Source: an optimization exercise on an open RTL-to-GDS flow (aim: small area). Production flows keep margins and buffers that such runs may drop. In this exercise RTL edits were held to simulation tests only and were not proved equivalent to the original. Power figures rest on the tool's default switching activity, not on a simulated workload.

**flow/config.mk**
```make
export PLATFORM = sky130hd
export DESIGN_NAME = regfile_param
export DESIGN_NICKNAME = regfile_param
export VERILOG_FILES = /design/flow/design.v
export SDC_FILE = /design/flow/constraint.sdc
export NUM_CORES = 4
export LEC_CHECK = 0
export CAP_MARGIN = 20
export CORE_MARGIN = 2
export CORE_UTILIZATION = 40
export SETUP_SLACK_MARGIN = 0.3
export SLEW_MARGIN = 20
export SYNTH_HIERARCHICAL = 1
export SYNTH_MINIMUM_KEEP_SIZE = 0
```
**flow/constraint.sdc**
```tcl
create_clock -name core_clock -period 7.0 [get_ports {clock}]
set_input_delay 1.4000 -clock core_clock [delete_from_list [all_inputs] [get_ports {clock}]]
set_output_delay 1.4000 -clock core_clock [all_outputs]
set_load 0.01 [all_outputs]
```
**flow/design.v**
```verilog
module rf_next (
  input  logic q,
  input  logic set,
  input  logic col,
  input  logic hold,
  output logic d
);
  assign d = (q | set) & (col | hold);
endmodule
module rf_aoi3 (
  input  logic a0, s0, a1, s1, a2, s2,
  output logic y_n
);
  assign y_n = !((a0 & s0) | (a1 & s1) | (a2 & s2));
endmodule
module rf_nand2 (
  input  logic a, s,
  output logic y_n
);
  assign y_n = !(a & s);
endmodule
module rf_sel32 (
  input  logic [31:0] a,
  input  logic [31:0] s,
  output logic        y
);
  logic [11:0] p_n;
  for (genvar g = 0; g < 10; g++) begin : g_t
    rf_aoi3 u_t (.a0(a[3*g]), .s0(s[3*g]), .a1(a[3*g+1]), .s1(s[3*g+1]),
                 .a2(a[3*g+2]), .s2(s[3*g+2]), .y_n(p_n[g]));
  end
  rf_nand2 u_t10 (.a(a[30]), .s(s[30]), .y_n(p_n[10]));
  rf_nand2 u_t11 (.a(a[31]), .s(s[31]), .y_n(p_n[11]));
  assign y = !(&p_n);
endmodule
module rf_dec_lo (
  input  logic [1:0] a,
  input  logic       en,
  output logic [3:0] y
);
  for (genvar j = 0; j < 4; j++) begin : g_j
    assign y[j] = en && (a == 2'(j));
  end
endmodule
module rf_dec_hi (
  input  logic [2:0] a,
  output logic [7:0] y
);
  for (genvar j = 0; j < 8; j++) begin : g_j
    assign y[j] = (a == 3'(j));
  end
endmodule
module rf_and2 (
  input  logic a, b,
  output logic y
);
  assign y = a && b;
endmodule
module regfile_param #(
  parameter int unsigned DATA_W   = 32,
  parameter int unsigned ADDR_W   = 5,
  parameter bit          ZERO_REG = 1'b1,
  parameter bit          BYPASS   = 1'b1,
  parameter bit          READ_REG = 1'b0
) (
  input  logic              clock,
  input  logic              ctrl_reset,
  input  logic              ctrl_writeEnable,
  input  logic [ADDR_W-1:0] ctrl_writeReg,
  input  logic [DATA_W-1:0] data_writeReg,
  input  logic [ADDR_W-1:0] ctrl_readRegA,
  input  logic [ADDR_W-1:0] ctrl_readRegB,
  input  logic              ctrl_clear,
  output logic [DATA_W-1:0] data_readRegA,
  output logic [DATA_W-1:0] data_readRegB,
  output logic              status_busy,
  output logic              status_writeDropped
);
  localparam int unsigned DEPTH = 1 << ADDR_W;
  logic [DATA_W-1:0] r_mem [1:DEPTH-1];
  logic [DATA_W-1:0] w_mem_nxt [1:DEPTH-1];
  logic [ADDR_W-1:0] r_ptr;
  logic              r_dropped;
  logic              w_busy;
  logic              w_wr_en;
  logic [ADDR_W-1:0] w_addr;
  logic              w_go;
  logic [DATA_W-1:0] w_col;
  logic [DEPTH-1:1]  w_set;
  logic [DEPTH-1:1]  w_hold;
  logic              w_hit_a;
  logic              w_hit_b;
  logic [DEPTH-1:0]  w_sel_a;
  logic [DEPTH-1:0]  w_sel_b;
  logic [3:0]        w_wlo, w_alo, w_blo;
  logic [7:0]        w_whi, w_ahi, w_bhi;
  logic [DEPTH-1:1]  w_set_n;
  logic              w_col_en;
  assign w_busy = |r_ptr;
  always_ff @(posedge clock) begin
    if (ctrl_reset) begin
      r_ptr <= '0;
    end else if (w_busy) begin
      r_ptr <= r_ptr + ADDR_W'(1);
    end else begin
      r_ptr <= {{(ADDR_W-1){1'b0}}, ctrl_clear};
    end
  end
  always_ff @(posedge clock) begin
    r_dropped <= !ctrl_reset && ctrl_writeEnable && w_busy;
  end
  assign w_wr_en = ctrl_writeEnable && !w_busy && !ctrl_reset && (ctrl_writeReg != '0);
  assign w_addr = w_busy ? r_ptr : ctrl_writeReg;
  assign w_go   = w_busy || ctrl_writeEnable;
  assign w_col_en = !(w_busy || ctrl_reset);
  for (genvar b = 0; b < DATA_W; b++) begin : g_col
    rf_and2 u_col (.a(data_writeReg[b]), .b(w_col_en), .y(w_col[b]));
  end
  rf_dec_lo u_wdec_lo (.a(w_addr[1:0]), .en(w_go), .y(w_wlo));
  rf_dec_hi u_wdec_hi (.a(w_addr[4:2]), .y(w_whi));
  for (genvar k = 1; k < DEPTH; k++) begin : g_row
    rf_and2  u_set   (.a(w_wlo[k%4]), .b(w_whi[k/4]), .y(w_set[k]));
    rf_nand2 u_set_n (.a(w_wlo[k%4]), .s(w_whi[k/4]), .y_n(w_set_n[k]));
    rf_and2  u_hold  (.a(w_set_n[k]), .b(!ctrl_reset), .y(w_hold[k]));
    for (genvar b = 0; b < DATA_W; b++) begin : g_b
      rf_next u_nxt (
        .q(r_mem[k][b]), .set(w_set[k]), .col(w_col[b]), .hold(w_hold[k]), .d(w_mem_nxt[k][b])
      );
    end
    always_ff @(posedge clock) begin
      r_mem[k] <= w_mem_nxt[k];
    end
  end
  assign w_hit_a = w_wr_en && (ctrl_readRegA == ctrl_writeReg);
  assign w_hit_b = w_wr_en && (ctrl_readRegB == ctrl_writeReg);
  assign w_sel_a[0] = w_hit_a;
  assign w_sel_b[0] = w_hit_b;
  rf_dec_lo u_adec_lo (.a(ctrl_readRegA[1:0]), .en(!w_hit_a), .y(w_alo));
  rf_dec_hi u_adec_hi (.a(ctrl_readRegA[4:2]), .y(w_ahi));
  rf_dec_lo u_bdec_lo (.a(ctrl_readRegB[1:0]), .en(!w_hit_b), .y(w_blo));
  rf_dec_hi u_bdec_hi (.a(ctrl_readRegB[4:2]), .y(w_bhi));
  for (genvar k = 1; k < DEPTH; k++) begin : g_sel
    rf_and2 u_sel_a (.a(w_alo[k%4]), .b(w_ahi[k/4]), .y(w_sel_a[k]));
    rf_and2 u_sel_b (.a(w_blo[k%4]), .b(w_bhi[k/4]), .y(w_sel_b[k]));
  end
  for (genvar b = 0; b < DATA_W; b++) begin : g_bit
    logic [DEPTH-1:0] w_col_bits;
    assign w_col_bits[0] = data_writeReg[b];
    for (genvar k = 1; k < DEPTH; k++) begin : g_k
      assign w_col_bits[k] = r_mem[k][b];
    end
    rf_sel32 u_rd_a (.a(w_col_bits), .s(w_sel_a), .y(data_readRegA[b]));
    rf_sel32 u_rd_b (.a(w_col_bits), .s(w_sel_b), .y(data_readRegB[b]));
  end
  assign status_busy         = w_busy;
  assign status_writeDropped = r_dropped;
endmodule
```
**flow/flow/run.sh**
```bash
#!/bin/bash
# The standard layout (standard.sh, unchanged synthesis, floorplan, power grid
# and tap cells), with two changes passed to ORFS:
#  - clock tree synthesis without dummy loads, built from clkbuf_8 with sink
#    clusters of at most 15 flops within 60 um;
#  - port buffers made with buf_1 instead of the default delay buffer.
# The make output goes to flow_make.log; ORFS writes each step's log under orfs/logs.
set -euo pipefail
bash standard.sh \
  "CTS_ARGS=-sink_clustering_enable -repair_clock_nets -dont_use_dummy_load -buf_list sky130_fd_sc_hd__clkbuf_8 -sink_clustering_size 15 -sink_clustering_max_diameter 60" \
  "BUFFER_PORTS_ARGS=-buffer_cell sky130_fd_sc_hd__buf_1" \
  finish > flow_make.log 2>&1
```
**flow/standard.sh**
```bash
#!/bin/bash
# synth_recipe.tcl (not shown) runs the flow's synth.tcl, then flattens the netlist and writes it again
# the make line also repeats each setting of config.mk as NAME=value (left out here)
make -C /OpenROAD-flow-scripts/flow DESIGN_CONFIG=/design/flow/config.mk WORK_HOME=/design/flow/orfs CLKGATE_MAP_FILE= SYNTH_SCRIPT=/design/flow/synth_recipe.tcl "${@:-finish}"
```
==> impl_metrics.tcl <==
set metrics [dict create \
    num_rows 114 \
    grt_pass1_wl_mm 258 \
    vias_per_cell 7.93 \
    synth_ff_type "dfxtp_1" \
    setup_tns_ps 0 \
    maxSlewHeadroom 0.169 \
    grt_max_degree 34 \
    root_buffer "clkbuf_8" \
    grt_usage 0.352 \
    place_congestion 0.951 \
    required_ps 5600 \
    die_area_sq_um 99700 \
    num-fill-cells 9241 \
    crit_slowest_cell "or3_1" \
    power_per_cell_area_nw_per_um2 238 \
    ys_async_sr_fraction 0 \
    dr.pass1.iters 13 \
    max_cap_violations 0 \
    cts_tree "yes" \
    io_buffer_count 116 \
    hold_buffers 0 \
    cts_buffer_depth 3 \
    max_freq_mhz 156 \
    io_pins 117 \
    die_height_um 316 \
    critical_path_class "in -> out" \
    ys_types 30 \
    status "complete, no violations" \
    drc_errors 0 \
    antenna_left 0 \
    syn_nets 3337 \
    finalHoldViolCount 0 \
    end_kind "primary output" \
    detail_route.iter0.violations 8784 \
    cts_setup_buffers 0 \
    synthCells 3284 \
    final_cell_mix "998 x dfxtp_1, 992 x o22a_1, 640 x a222oi_1, 194 x nand4_1, 161 x nand2_1" \
    core_sq_um 96600 \
    syn_area_per_cell_sq_um 11.8 \
    path_cells "buf_1 > xor2_1 > nor3_1 > nand4_1 > and3_2 > and2_1 > buf_4 > a222oi_1 > nand4_1 > or3_1 > buf_1" \
    area_growth_pct 11.0 \
    drive_above_1_share 0.0805 \
    p_total_mw 10.3 \
    layout_commonest_cell "dfxtp_1" \
    power.leakage_nw 19.9 \
    nNetsFinal 3670 \
    clkLatencyLatePin_ps 760 \
    fin_skew_ps 86.7 \
    place_hpwl_mm 108 \
    die_x_um 316 \
    ir_drop_uv 138 \
    arrival_ps 5020 \
    setup-violations-final 0 \
    cp_max_fo 12 \
    post_cts_resized 0 \
    synth_area_sq_um 38900 \
    worst_slack_ps 577 \
    cts_max_level 3 \
    antenna_found_initial 26 \
    synth_enable_flop_cells 0 \
    layout_worst_path_cycle_share 0.918 \
    yosysSeqAreaShare 0.514 \
    max_stage_delay_ps 590 \
    vias 38900 \
    post_drt_wl_per_cell_um 37.6 \
    wl_mm 184 \
    start_util 0.403 \
    cts_sinks 998 \
    ys_seq_elements 998 \
    hp-class "reg -> reg" \
    dp_worst_setup_slack_ps 782 \
    start_kind "primary input" \
    fin_util 0.447 \
    grt-ovfl-total 0 \
    slew_viol_final 0 \
    worstMarginPinSlew_ps 1250 \
    clk_pin_slew_ps 70 \
    numCtsBuffers 84 \
    grt_pass1_vias 35600 \
    final_period_minus_worst_setup_slack_ps 6420 \
    rsz0062_at_grt "no" \
    yosys_warnings 10 \
]
==> registers in the layout, summed over array words and instances, names as in the netlist <==
register	flops
r_dropped	1
r_ptr	5
r_mem	992
==> Yosys stat by module (local to each module, per instance) <==
module | flops+latches | cells
rf_aoi3 | 0 | 1
regfile_param | 998 | 1045
rf_sel32 | 0 | 4
rf_nand2 | 0 | 1
rf_dec_hi | 0 | 8
rf_next | 0 | 1
rf_dec_lo | 0 | 4
rf_and2 | 0 | 1
==> logic make-up after synthesis <==
| kind of cell | Yosys count | share of synthesized area |
|---|---|---|
| AND/OR/NAND/NOR | 627 | 0.0926 |
| buffers and inverters | 5 | 0.000579 |
| adder cells (fa/ha/maj) | 2 | 0.000643 |
| XOR/XNOR | 13 | 0.00293 |
| flip-flops | 998 | 0.514 |
| AO/OA/AOI/OAI | 1639 | 0.390 |
==> routing by layer <==
layer	vias up	global-route usage	wire length (um)
met5	-	0	131
met4	16	0.200	11100
met3	549	0.111	26700
met2	3060	0.505	76000
met1	19600	0.467	70100
li1	15700	-	-
==> where the power goes <==
part	internal, mW	switching, mW
Sequential	5.94	0.205
Combinational	0.361	0.760
Clock	1.07	1.94
==> metrics by stage <==
step	instances	cell area [sq um]	hold slack [ps]
floorplan	3284	38900	461
global placement	4805	42000	475
detailed placement	4806	42000	484
CTS	4890	43100	503
global route	4895	43200	514
finish	4900	43200	505
==> worst max-delay path: cells and delay by family <==
kind | cells | cell delay (ps)
AND/OR/NAND/NOR | 6 | 2300
AO/OA/AOI/OAI | 1 | 300
buffers and inverters | 3 | 860
XOR/XNOR | 1 | 130
==> area by class of cell <==
cell class              instances  area (sq um)  share of cell area
well taps                    1276          1600              0.0370
diodes                          9          22.5            0.000521
multi-input cells            2281         19000               0.439
flip-flops and latches        998         20000               0.463
clock buffers                  84          1160              0.0268
repair buffers                248          1450              0.0337
inverters                       4          15.0            0.000348
==> synthesized netlist by cell type, types with 5 or more instances <==
| library cell | n | area, sq um |
|---|---|---|
| dfxtp_1 | 998 | 20000 |
| o22a_1 | 992 | 8690 |
| a222oi_1 | 640 | 6410 |
| nand4_1 | 194 | 1210 |
| nand2_1 | 161 | 604 |
| and2_1 | 156 | 976 |
| or3_1 | 64 | 400 |
| and3b_2 | 9 | 90.1 |
| nor3b_1 | 9 | 67.6 |
| xor2_1 | 8 | 70.1 |
| and3_2 | 6 | 45.0 |
| and3b_1 | 6 | 52.6 |
| nor3_1 | 6 | 30.0 |
| xnor2_1 | 5 | 43.8 |
==> worst paths after layout <==
check                                          start                     to  slack, ps  cells after the start
worst max-delay path                ctrl_writeReg[3]      data_readRegB[24]        580                     11
worst min-delay path            r_mem[13][6]$_DFF_P_   r_mem[13][6]$_DFF_P_        500                      1
worst max register to register   r_ptr[0]$_SDFF_PP0_  r_mem[19][24]$_DFF_P_       3230                      9
worst min register to register  r_mem[13][6]$_DFF_P_   r_mem[13][6]$_DFF_P_        500                      1

-- afterwards: timing with drivers on the ports --
The flow's constraints put no driver on any port. The routed layout listed below was extracted and timed again, unchanged, in two steps.
Step 1 assumes that a clkbuf_16 drives the clock port and a buf_2 every other input.
Step 2 adds t to the input delays and takes it off the output delays; t is the mean of the earliest and latest rising clock arrival at the registers after step 1. Input paths then give back, and output paths get back, about the clock's delay inside the block.
Slacks: no drivers / after step 1 / after step 2; pairs: no drivers / after step 1.
shift t [ns]: 0.792
setup slack, ns: 0.577 / 0.491 / 0.491
slew at the worst register clock pin (ns): 0.11 / 0.11
After both steps this run still meets setup and hold. For this run, drivers alone change the setup slack by -0.086 ns; drivers and shift together by -0.086 ns.
